What follows belongs to an exercise in optimizing a design on an open flow for small area; a production flow would make more cautious choices.
The RTL was checked by simulation tests, not by an equivalence proof against the original design.
Power figures rest on the tool's default switching activity, not on a simulated workload.

Setup of before:
==> module bht_btb, before the edit <==
module bht_btb
#(
    parameter int XLEN  = 32,
    parameter int IDX_W = 6,
    parameter int TAG_W = 8
) (
    input  logic             clk,
    input  logic             rst,
    input  logic [IDX_W-1:0] rd_idx,
    input  logic [TAG_W-1:0] rd_tag_cmp,
    output logic             rd_hit,
    output logic [XLEN-1:0]  rd_tgt,
    input  logic             upd_en,
    input  logic             upd_branch,
    input  logic             upd_jump,
    input  logic             upd_taken,
    input  logic [IDX_W-1:0] upd_idx,
    input  logic [TAG_W-1:0] upd_tag,
    input  logic [XLEN-1:0]  upd_tgt
);
    localparam int ENTRIES = 1 << IDX_W;
    localparam int DW      = TAG_W + XLEN;    
    localparam int RW      = DW + 1;          
    logic r_pol;
    always_ff @(posedge clk or posedge rst) begin
        if (rst) r_pol <= 1'b0;
        else     r_pol <= ~r_pol;
    end
    logic [ENTRIES-1:0] w_upd_oh;
    logic [ENTRIES-1:0] w_rd_oh;
    assign w_upd_oh = ENTRIES'(1) << upd_idx;
    logic [7:0] w_rd_hi;
    logic [7:0] w_rd_lo;
    assign w_rd_hi = 8'(1) << rd_idx[5:3];
    assign w_rd_lo = 8'(1) << rd_idx[2:0];
    for (genvar i = 0; i < ENTRIES; i++) begin : g_rsel
        logic w_sel_n;
        npc_nand2 u_n (.a(w_rd_hi[i/8]), .b(w_rd_lo[i%8]), .y(w_sel_n));
        npc_inv   u_i (.a(w_sel_n), .y(w_rd_oh[i]));
    end
    logic w_cnt_en;
    logic w_dat_en;
    assign w_cnt_en = upd_en & (upd_branch | upd_jump);
    assign w_dat_en = upd_en & upd_taken;
    logic [7:0] w_hi;
    logic [7:0] w_hi_n;
    logic [7:0] w_lo_c;
    logic [7:0] w_lo_c_n;
    logic [7:0] w_lo_d;
    assign w_hi     = 8'(1) << upd_idx[5:3];
    assign w_hi_n   = ~w_hi;
    assign w_lo_c   = {8{w_cnt_en}} & (8'(1) << upd_idx[2:0]);
    assign w_lo_c_n = ~w_lo_c;
    assign w_lo_d   = {8{w_dat_en}} & (8'(1) << upd_idx[2:0]);
    logic [1:0] w_cu_raw;
    logic       w_cu1;
    logic       w_cu0;
    logic       w_cn1;
    logic       w_cn0;
    assign w_cu1 = w_cu_raw[1] ^ r_pol;
    assign w_cu0 = ~(w_cu_raw[0] ^ r_pol);
    always_comb begin
        if (upd_jump) begin
            w_cn1 = 1'b1;
            w_cn0 = 1'b1;
        end else if (upd_taken) begin
            w_cn1 = w_cu1 | w_cu0;
            w_cn0 = w_cu1 | ~w_cu0;
        end else begin
            w_cn1 = w_cu1 & w_cu0;
            w_cn0 = w_cu1 & ~w_cu0;
        end
    end
    logic [1:0]    w_cw;
    logic [DW-1:0] w_dw;
    logic [1:0] w_cw_n;
    assign w_cw_n = ~({w_cn1, ~w_cn0} ^ {2{r_pol}});
    for (genvar b = 0; b < 2; b++) begin : g_cw
        npc_inv u_i (.a(w_cw_n[b]), .y(w_cw[b]));
    end
    for (genvar b = 0; b < DW; b++) begin : g_dw
        logic w_dw_n;
        npc_xnor2 u_x (.a(b < XLEN ? upd_tgt[b % XLEN] : upd_tag[(b - XLEN) % TAG_W]), .b(r_pol), .y(w_dw_n));
        npc_inv   u_i (.a(w_dw_n), .y(w_dw[b]));
    end
    logic [1:0]    w_c_arr [ENTRIES];
    logic [DW-1:0] w_d_arr [ENTRIES];
    for (genvar i = 0; i < ENTRIES; i++) begin : g_entry
        logic [1:0]    r_cnt;     
        logic [DW-1:0] r_data;    
        logic [1:0]    w_cnt_nx;
        logic [DW-1:0] w_data_nx;
        logic          w_cwe;
        logic          w_ckeep;
        logic          w_dwe;
        logic          w_dkeep;
        npc_nor2  u_cwe   (.a(w_hi_n[i/8]), .b(w_lo_c_n[i%8]), .y(w_cwe));
        npc_nand2 u_ckeep (.a(w_hi[i/8]),   .b(w_lo_c[i%8]),   .y(w_ckeep));
        npc_nand2 u_dkeep (.a(w_hi[i/8]),   .b(w_lo_d[i%8]),   .y(w_dkeep));
        npc_inv   u_dwe   (.a(w_dkeep), .y(w_dwe));
        for (genvar b = 0; b < 2; b++) begin : g_cbit
            npc_o22ai u_sel (.a1(r_cnt[b]), .a2(w_cwe), .b1(w_cw[b]), .b2(w_ckeep), .y(w_cnt_nx[b]));
        end
        for (genvar b = 0; b < DW; b++) begin : g_dbit
            npc_o22ai u_sel (.a1(r_data[b]), .a2(w_dwe), .b1(w_dw[b]), .b2(w_dkeep), .y(w_data_nx[b]));
        end
        always_ff @(posedge clk or posedge rst) begin
            if (rst) r_cnt <= 2'b00;
            else     r_cnt <= w_cnt_nx;
        end
        always_ff @(posedge clk) begin
            r_data <= w_data_nx;
        end
        assign w_c_arr[i] = r_cnt;
        assign w_d_arr[i] = r_data;
    end
    logic [RW-1:0] w_rd_raw;
    logic [RW-1:0] w_rd;
    for (genvar b = 0; b < RW; b++) begin : g_rbit
        logic [ENTRIES-1:0] w_col;
        for (genvar i = 0; i < ENTRIES; i++) begin : g_col
            if (b < DW) begin : g_d
                assign w_col[i] = w_d_arr[i][b];
            end else begin : g_c
                assign w_col[i] = w_c_arr[i][1];
            end
        end
        npc_rdmux64 u_mux (.sel(w_rd_oh), .d(w_col), .y(w_rd_raw[b]));
    end
    for (genvar b = 0; b < 2; b++) begin : g_ubit
        logic [ENTRIES-1:0] w_col;
        for (genvar i = 0; i < ENTRIES; i++) begin : g_col
            assign w_col[i] = w_c_arr[i][b];
        end
        npc_rdmux64 u_mux (.sel(w_upd_oh), .d(w_col), .y(w_cu_raw[b]));
    end
    assign w_rd   = w_rd_raw ^ {RW{r_pol}};
    assign rd_hit = w_rd[DW] & (w_rd[XLEN +: TAG_W] == rd_tag_cmp);
    assign rd_tgt = w_rd[XLEN-1:0];
endmodule
==> flow/config.mk <==
export PLATFORM = sky130hd
export DESIGN_NAME = next_pc_predictor
export DESIGN_NICKNAME = next_pc_predictor
export VERILOG_FILES = /design/flow/design.v
export SDC_FILE = /design/flow/constraint.sdc
export NUM_CORES = 8
export LEC_CHECK = 0
export CAP_MARGIN = 10
export CORE_MARGIN = 2
export CORE_UTILIZATION = 55
export CTS_BUF_LIST = sky130_fd_sc_hd__clkbuf_16
export CTS_CLUSTER_DIAMETER = 100
export CTS_CLUSTER_SIZE = 25
export SETUP_SLACK_MARGIN = 0.1
export SLEW_MARGIN = 15
export SYNTH_HIERARCHICAL = 1
==> flow/constraint.sdc <==
create_clock -name core_clock -period 10.0 [get_ports {clk}]
set_input_delay 2.0000 -clock core_clock [delete_from_list [all_inputs] [get_ports {clk}]]
set_output_delay 2.0000 -clock core_clock [all_outputs]
set_load 0.01 [all_outputs]
standard.sh (not shown) runs the stock make flow with config.mk's settings and CLKGATE_MAP_FILE= SYNTH_SCRIPT=/design/flow/synth_recipe.tcl, a recipe that flattens the netlist after the stock synthesis.
==> flow/flow/run.sh <==
#!/bin/bash
# Own layout flow: the standard layout (standard.sh, all ORFS steps),
# except that the buffers ORFS puts on the ports use the smallest buffer
# cell instead of the one buffer_ports picks by default.
# make's full output goes to standard.log; ORFS keeps each step's log
# under orfs/logs/.
set -euo pipefail
export BUFFER_PORTS_ARGS="-buffer_cell sky130_fd_sc_hd__buf_1"
bash standard.sh > standard.log 2>&1
before: flow completed, timing, DRC and antenna clean
### before -> after
diff --git a/flow/design.v b/flow/design.v
--- a/flow/design.v
+++ b/flow/design.v
@@ -51,7 +51,6 @@
         else     r_pol <= ~r_pol;
     end
-    logic [ENTRIES-1:0] w_upd_oh;
+    logic [ENTRIES-1:0] w_cnt_we;      
     logic [ENTRIES-1:0] w_rd_oh;
-    assign w_upd_oh = ENTRIES'(1) << upd_idx;
     logic [7:0] w_rd_hi;
     logic [7:0] w_rd_lo;
@@ -117,15 +116,18 @@
         logic          w_cwe;
         logic          w_ckeep;
-        logic          w_dwe;
-        logic          w_dkeep;
+        logic [2:0]    w_dwe;      
+        logic [2:0]    w_dkeep;
         npc_nor2  u_cwe   (.a(w_hi_n[i/8]), .b(w_lo_c_n[i%8]), .y(w_cwe));
         npc_nand2 u_ckeep (.a(w_hi[i/8]),   .b(w_lo_c[i%8]),   .y(w_ckeep));
-        npc_nand2 u_dkeep (.a(w_hi[i/8]),   .b(w_lo_d[i%8]),   .y(w_dkeep));
-        npc_inv   u_dwe   (.a(w_dkeep), .y(w_dwe));
+        for (genvar h = 0; h < 3; h++) begin : g_half
+            npc_nand2 u_dkeep (.a(w_hi[i/8]), .b(w_lo_d[i%8]), .y(w_dkeep[h]));
+            npc_inv   u_dwe   (.a(w_dkeep[h]), .y(w_dwe[h]));
+        end
         for (genvar b = 0; b < 2; b++) begin : g_cbit
             npc_o22ai u_sel (.a1(r_cnt[b]), .a2(w_cwe), .b1(w_cw[b]), .b2(w_ckeep), .y(w_cnt_nx[b]));
         end
         for (genvar b = 0; b < DW; b++) begin : g_dbit
-            npc_o22ai u_sel (.a1(r_data[b]), .a2(w_dwe), .b1(w_dw[b]), .b2(w_dkeep), .y(w_data_nx[b]));
+            npc_o22ai u_sel (.a1(r_data[b]), .a2(w_dwe[b*3/DW]), .b1(w_dw[b]), .b2(w_dkeep[b*3/DW]),
+                             .y(w_data_nx[b]));
         end
         always_ff @(posedge clk or posedge rst) begin
@@ -136,5 +138,6 @@
             r_data <= w_data_nx;
         end
-        assign w_c_arr[i] = r_cnt;
+        assign w_cnt_we[i] = w_cwe;
+        assign w_c_arr[i]  = r_cnt;
         assign w_d_arr[i] = r_data;
     end
@@ -157,5 +160,5 @@
             assign w_col[i] = w_c_arr[i][b];
         end
-        npc_rdmux64 u_mux (.sel(w_upd_oh), .d(w_col), .y(w_cu_raw[b]));
+        npc_rdmux64 u_mux (.sel(w_cnt_we), .d(w_col), .y(w_cu_raw[b]));
     end
     assign w_rd   = w_rd_raw ^ {RW{r_pol}};
Findings:
Against before as the reference, after delivers a lower time the worst path needs with I/O delays and setup. In after the die height turned out about 0.33% higher than in before. Compared with before, after shows post-placement cell area lower by 0.35%. The total power of after was superior to that of before. Across both runs, clock power was lower for after than for before. Worst setup slack: after better than before. In after the upper clock frequency limit turned out 1.5 MHz higher than in before. after vs before — HPWL reported at the end of detailed placement dropped by a little under 10%. Re total of clock buffers placed in the layout: after and before aren't equal, and the higher value belongs to before. [compare] base=before new=after: total routed wirelength decreased by 10% relative to the old numbers, synthesized instance count moved up, via count now sits lower, initial cell density of the core +0.19 points. | cell count | lower: before |.

-- port drivers added, routing unchanged --
Ports are ideal in the flow. The routed layouts listed here were re-timed in OpenROAD.
Step 1 assumes that a clkbuf_16 drives the clock port and a buf_2 every other input.
Step 2 also shifts input and output timing later by t, the mid clock arrival at the registers, as if the neighbouring blocks saw the same clock.
Slacks: ideal / step 1 / step 2; pairs: ideal / step 1.
run | t, ns | slack for setup (ns) | worst setup path at the end
before | 0.911 | 0.279 / 0.187 / 0.757 | input to output
after | 0.891 | 0.419 / 0.329 / 0.859 | input to register
After both steps setup and hold are still met in every run listed.
